Context: an optimization exercise on an open-source flow, tuned for small area. The choices shown serve that exercise and are no tape-out recipe.
In this exercise RTL edits were held to simulation tests only and were not proved equivalent to the original.
Power is estimated from default activity; no workload was simulated.

Design l2_mcu_proto_mon, start of the top module:
module l2_mcu_proto_mon #(
    parameter int QUEUE_DEPTH   = 4,
    parameter int RD_DATA_DELAY = 3,
    parameter int WR_DATA_DELAY = 5
) (
    input  logic                              cmp_clk,
    input  logic                              flush_reset_complete,
    input  logic                              rd_req,
    input  logic [35:0]                       rd_req_info,
    input  logic                              rd_ack,
    input  logic                              rd_data_vld,
    input  logic [mcu_if_pkg::RD_CHUNK_W-1:0] rd_chunk_id,
    input  logic [155:0]                      rd_data,
    input  logic                              wr_req,
    input  logic [32:0]                       wr_req_info,
    input  logic                              wr_ack,
    input  logic                              wr_data_vld,
    input  logic [mcu_if_pkg::WR_DATA_W-1:0]  wr_data,
    output logic                              evt_valid,
    output logic [192:0]                      evt,
    output logic [15:0]                       rd_count,
    output logic [15:0]                       wr_count,
    output logic [3:0]                        err
);
==> flow/config.mk <==
export PLATFORM = sky130hd
export DESIGN_NAME = l2_mcu_proto_mon
export DESIGN_NICKNAME = l2_mcu_proto_mon
export VERILOG_FILES = /design/flow/design.v
export SDC_FILE = /design/flow/constraint.sdc
export NUM_CORES = 4
export LEC_CHECK = 0
export CAP_MARGIN = 20
export CORE_MARGIN = 2
export CORE_UTILIZATION = 40
export SLEW_MARGIN = 20
export SYNTH_HIERARCHICAL = 1
==> flow/constraint.sdc <==
create_clock -name core_clock -period 5.0 [get_ports {cmp_clk}]
set_input_delay 1.0000 -clock core_clock [delete_from_list [all_inputs] [get_ports {cmp_clk}]]
set_output_delay 1.0000 -clock core_clock [all_outputs]
set_load 0.01 [all_outputs]
standard.sh (not shown) runs the stock make flow with config.mk's settings and CLKGATE_MAP_FILE= SYNTH_SCRIPT=/design/flow/synth_recipe.tcl, a recipe that flattens the netlist after the stock synthesis.
==> flow/flow/run.sh <==
#!/bin/bash
# The standard layout, with the smallest port buffers and a lighter clock tree
export BUFFER_PORTS_ARGS="-buffer_cell sky130_fd_sc_hd__buf_1"
export CTS_ARGS="-sink_clustering_enable -repair_clock_nets -dont_use_dummy_load -buf_list sky130_fd_sc_hd__clkbuf_8 -sink_clustering_size 16 -sink_clustering_max_diameter 70"
bash standard.sh > standard.log 2>&1
The first run finished clean.
==> next run, changes <==
--- a/flow/design.v
+++ b/flow/design.v
@@ -212,14 +212,23 @@
     output logic [192:0]                      evt,
     output logic [15:0]                       rd_count,
     output logic [15:0]                       wr_count,
     output logic [3:0]                        err
 );
     logic rst;
     assign rst = !flush_reset_complete;
+    function automatic [2:0] cnt_step(input [2:0] c, input up, input dn);
+        begin
+            cnt_step = c;
+            if (up && !dn)
+                cnt_step = c + 3'd1;
+            else if (dn && !up)
+                cnt_step = c - 3'd1;
+        end
+    endfunction
     logic [35:0]  rq [4];
     logic [2:0]   rq_cnt;       
     logic [2:0]   rq_acked;     
     logic [2:0]   vld_dly;
     logic [1:0]   id_d0, id_d1, id_d2;
     logic [1:0]   exp_chunk;
     logic         rd_done;      
@@ -266,16 +275,16 @@
             rq_acked  <= '0;
             exp_chunk <= '0;
             rd_done   <= 1'b0;
         end
         else
         begin
             vld_dly   <= {vld_dly[1:0], rd_data_vld};
-            rq_cnt    <= rq_cnt + 3'(r_push) - 3'(r_pop);
-            rq_acked  <= rq_acked + 3'(r_ack) - 3'(r_pop);
+            rq_cnt    <= cnt_step(rq_cnt, r_push, r_pop);
+            rq_acked  <= cnt_step(rq_acked, r_ack, r_pop);
             exp_chunk <= r_bad ? 2'd0 : exp_chunk + 2'(r_ok);
             rd_done   <= r_last;
         end
     end
     logic [32:0] wq [4];
     logic [2:0]  wq_cnt;
     logic        w_acked;       
@@ -286,17 +295,17 @@
     logic [63:0] wacc_n_nxt;
     logic w_full, w_empty, w_push, w_ack, w_busy, w_check, w_stream, w_last;
     assign w_full   = wq_cnt[2];
     assign w_empty  = (wq_cnt == 3'd0);
     assign w_push   = wr_req && !w_full;
     assign w_busy   = (w_st != 4'd0);
     assign w_ack    = wr_ack && !w_empty && !w_busy;
-    assign w_check  = (w_st == 4'd5);
-    assign w_stream = (w_st >= 4'd6);
-    assign w_last   = (w_st == 4'd12);
+    assign w_check  = (w_st == 4'd8);
+    assign w_stream = w_busy && !w_st[3];
+    assign w_last   = (w_st == 4'd1);
     logic w_en;
     assign w_en = w_check || w_stream;
     logic [3:0]  w_sel_n;
     logic [32:0] act_nxt;
     for (genvar k = 0; k < 4; k++)
     begin : g_wsel
         assign w_sel_n[k] = (wq_cnt[1:0] != 2'(k));
@@ -331,25 +340,23 @@
             wq_cnt  <= '0;
             w_acked <= 1'b0;
             w_st    <= '0;
             wr_done <= 1'b0;
         end
         else
         begin
-            wq_cnt  <= wq_cnt + 3'(w_push) - 3'(w_ack);
+            wq_cnt  <= cnt_step(wq_cnt, w_push, w_ack);
             w_acked <= w_ack;
             wr_done <= w_last;
             if (w_ack)
-                w_st <= 4'd1;
-            else if (w_check)
-                w_st <= wr_data_vld ? 4'd6 : 4'd0;
-            else if (w_last)
+                w_st <= 4'd12;
+            else if (w_check && !wr_data_vld)
                 w_st <= 4'd0;
             else if (w_busy)
-                w_st <= w_st + 4'd1;
+                w_st <= w_st - 4'd1;
         end
     end
     logic hold_valid, wr_emit;
     logic [3:0] err_in;
     assign wr_emit   = !rd_done && (hold_valid || wr_done);
     assign err_in[0] = (rd_ack && !r_unacked) || (vld_dly[2] && !r_acked) || (wr_ack && w_empty);
     assign err_in[1] = r_bad;
Result: The changed run went through all stages and came out clean; hold slack gains 0.013 ns; global-route usage rises by 0.18 points; total power rose by about 10%; routed wire length rises by about 0.36%; clock skew is higher by 0.027 ns; non-clock buffer count goes down by 4.

[what the ideal ports hide]
The results above use ideal ports. As a check the final layouts listed here were re-extracted and re-timed, cells and wires unchanged. Step 1: set_driving_cell puts a clkbuf_16 on cmp_clk and a buf_2 on each other input, an assumption about the parent block. Step 2 adds t to the input delays and takes it off the output delays; t is the mean of the earliest and latest rising clock arrival at the registers after step 1. Input paths then give back, and output paths get back, about the clock's delay inside the block. Three values: ideal, step 1, step 2; two values: the first two.
run	t (ns)	slack for setup (ns)	worst setup path after step 2	clock arrival spread, ns	pins driven straight from the clock port
the first run	0.703	1.656 / 1.656 / 1.656	register to register	0.089 / 0.089	1
the second run	0.689	1.619 / 1.619 / 1.619	register to register	0.110 / 0.110	1
After both steps every run listed still meets setup and hold.
